From an optimization exercise on the open Yosys and OpenROAD flow, aimed at small area and a short achievable clock period; shortcuts taken in it are not production practice.
Only simulation tests tie the RTL to the original design; equivalence was not proved.

// yuv_to_rgb_core
module yuv_to_rgb_core (
	input  logic                CLOCK_50_I,
	input  logic                resetn,
	input  logic                pair_strobe,
	input  pixel_pkg::sample_t  y_even,
	input  pixel_pkg::sample_t  y_odd,
	input  pixel_pkg::sample_t  u_in,
	input  pixel_pkg::sample_t  v_in,
	output logic                rgb_strobe,
	output pixel_pkg::channel_t r_even,
	output pixel_pkg::channel_t g_even,
	output pixel_pkg::channel_t b_even,
	output pixel_pkg::channel_t r_odd,
	output pixel_pkg::channel_t g_odd,
	output pixel_pkg::channel_t b_odd
);
	logic [7:0] idx;
	logic in_valid;
	logic [1:0] flush_cnt;
	logic flush;
	logic shift;
	logic fill;
	logic emit;
	logic s1_valid;
	logic s2_valid;
	pixel_pkg::sample_t u_in_q;
	pixel_pkg::sample_t v_in_q;
	pixel_pkg::sample_t ye_in_q;
	pixel_pkg::sample_t yo_in_q;
	pixel_pkg::sample_t ly_even [3];
	pixel_pkg::sample_t ly_odd [3];
	logic [9:0] u_q_next, v_q_next, u_q_s1, v_q_s1;
	logic [9:0] u_r_next, v_r_next, u_r_s1, v_r_s1;
	logic [8:0] u_s_next, v_s_next, u_s_s1, v_s_s1;
	pixel_pkg::sample_t y_even_s1;
	pixel_pkg::sample_t y_odd_s1;
	pixel_pkg::sample_t u_win;
	pixel_pkg::sample_t v_win;
	pixel_pkg::sample_t u_odd_next;
	pixel_pkg::sample_t v_odd_next;
	logic [24:2] l_even_next;
	logic [24:2] l_odd_next;
	pixel_pkg::sample_t u_even_s2;
	pixel_pkg::sample_t v_even_s2;
	pixel_pkg::sample_t u_odd_s2;
	pixel_pkg::sample_t v_odd_s2;
	logic [24:2] l_even_s2;
	logic [24:2] l_odd_s2;
	pixel_pkg::channel_t r_even_d;
	pixel_pkg::channel_t g_even_d;
	pixel_pkg::channel_t b_even_d;
  ...
For scale: about 2,900 cells after synthesis, roughly 84 I/O pins, ~0.030 sq mm of cells after synthesis.
clock: 11.5 ns
lec_check: 0
abc_area: 1
cap_margin: 20
core_margin: 2
core_utilization: 40
slew_margin: 20
standard.sh (not shown) runs the stock make flow with config.mk's settings and CLKGATE_MAP_FILE= SYNTH_SCRIPT=/design/flow/synth_recipe.tcl, a recipe that flattens the netlist after the stock synthesis.
==> flow/flow/run.sh <==
#!/bin/bash
# Standard layout, with one extra step between synthesis and floorplan:
# flow/polarity.py re-polarises the full-adder cells of the standard
# synthesis netlist to drop the inverters synthesis leaves between them.
# Each tool's output goes to a log of its own in this folder.
set -e
R=orfs/results/$FLOW_PLATFORM/yuv_to_rgb_core/base
bash standard.sh synth > 1_synth_std.log 2>&1
cp $R/1_2_yosys.v 1_2_yosys_std.v
python3 flow/polarity.py 1_2_yosys_std.v $R/1_2_yosys.v > polarity.log 2>&1
export SETUP_SLACK_MARGIN=7.5
bash standard.sh finish > finish.log 2>&1
Other scripts of this flow, unchanged in this note and not shown: flow/flow/polarity.py
Then changed:
--- a/flow/flow/run.sh
+++ b/flow/flow/run.sh
@@ -9,4 +9,3 @@
 cp $R/1_2_yosys.v 1_2_yosys_std.v
 python3 flow/polarity.py 1_2_yosys_std.v $R/1_2_yosys.v > polarity.log 2>&1
-export SETUP_SLACK_MARGIN=7.5
 bash standard.sh finish > finish.log 2>&1
=>
- The changed run finished clean
- synthesized cell count is unchanged
- global-route usage drops by 0.61 points
- die area does not change
- hold slack is about the same
Then changed:
--- a/flow/flow/run.sh
+++ b/flow/flow/run.sh
@@ -9,3 +9,4 @@
 cp $R/1_2_yosys.v 1_2_yosys_std.v
 python3 flow/polarity.py 1_2_yosys_std.v $R/1_2_yosys.v > polarity.log 2>&1
+export SETUP_SLACK_MARGIN=8.0
 bash standard.sh finish > finish.log 2>&1
The changed run finished with timing, DRC and antenna clean; critical path depth increases by 2; die area does not change; routed wire length increases by about 11%; worst setup slack improved by 0.69 ns; cell area increases by about 10%; first-iteration DRC count increases by about 5%; utilization increases by 4.8 points.

## try-zinc
Starting RTL as in the previous note.
clock: 11.5 ns
lec_check: 0
abc_area: 1
cap_margin: 20
core_margin: 2
core_utilization: 40
slew_margin: 20
run.sh (not shown) runs the stock make flow with config.mk's settings and CLKGATE_MAP_FILE= SYNTH_SCRIPT=/design/flow/synth_recipe.tcl, a recipe that flattens the netlist after the stock synthesis.
Stock flow here: none of the scripts above is used.
The following lists how try-violet was set up differently from try-zinc:
# try-zinc
export LEC_CHECK = 0
export ABC_AREA = 1
export CAP_MARGIN = 20
export CORE_MARGIN = 2
export CORE_UTILIZATION = 40
export SLEW_MARGIN = 20
create_clock -name core_clock -period 11.5 [get_ports {CLOCK_50_I}]
# try-violet
export LEC_CHECK = 0
export ABC_AREA = 1
export CAP_MARGIN = 20
export CORE_MARGIN = 2
export CORE_UTILIZATION = 65
export PLACE_DENSITY = 0.75
export SLEW_MARGIN = 20
create_clock -name core_clock -period 11.5 [get_ports {CLOCK_50_I}]
Findings:
In try-violet relative to try-zinc, full die area had gone down by more than a quarter. Comparing try-zinc and try-violet, the lower post-placement cell area was measured on try-violet. Between try-zinc and try-violet, wire length of the first global-routing pass is higher for try-violet, try-zinc comes in under that.
### try-violet -> try-tundra
# try-violet
export LEC_CHECK = 0
export ABC_AREA = 1
export CAP_MARGIN = 20
export CORE_MARGIN = 2
export CORE_UTILIZATION = 65
export PLACE_DENSITY = 0.75
export SLEW_MARGIN = 20
create_clock -name core_clock -period 11.5 [get_ports {CLOCK_50_I}]
# try-tundra
export LEC_CHECK = 0
export CAP_MARGIN = 20
export CORE_MARGIN = 2
export CORE_UTILIZATION = 40
export SLEW_MARGIN = 20
create_clock -name core_clock -period 11.5 [get_ports {CLOCK_50_I}]
- try-tundra was carried through to the last stage, and its layout satisfied the timing, DRC and antenna checks.
- Going from try-violet to try-tundra, total standard cell area after synthesis has decreased; critical path depth has decreased; number of well taps has increased; number of cells upsized or downsized after cts has remained practically unchanged.
- Per the comparison of try-tundra with try-violet, fmax dropped about 16%; sequential share of cell area increased 0.82 points.

==> static timing again, ports no longer ideal <==
The flow's constraints put no driver on any port. The routed layouts listed below were extracted and timed again, unchanged, in two steps. Step 1 assumes that a clkbuf_16 drives the clock port and a buf_2 every other input. Step 2 times the ports against the registers' clock, not the clock port: input delays grow and output delays shrink by t, the midpoint of the rising clock arrivals with the driver on. Slacks: ideal ports / drivers / drivers and shift; pairs: ideal ports / drivers.
run | shift t [ns] | setup WS [ns] | latest minus earliest clock arrival (ns)
the first run of note 1 | 0.644 | 7.432 / 7.432 / 7.299 | 0.031 / 0.032
the second run of note 1 | 0.645 | 6.943 / 6.943 / 6.943 | 0.040 / 0.041
the third run of note 1 | 0.649 | 7.637 / 7.637 / 7.637 | 0.029 / 0.029
try-zinc | 0.631 | 6.923 / 6.923 / 6.923 | 0.052 / 0.051
try-violet | 0.645 | 6.813 / 6.813 / 6.813 | 0.031 / 0.031
try-tundra | 0.639 | 5.945 / 5.945 / 5.945 | 0.025 / 0.025
After both steps setup and hold are still met in every run listed. For the first run of note 1, which loses most, drivers alone change the setup slack by 0.000 ns; drivers and shift together by -0.133 ns.
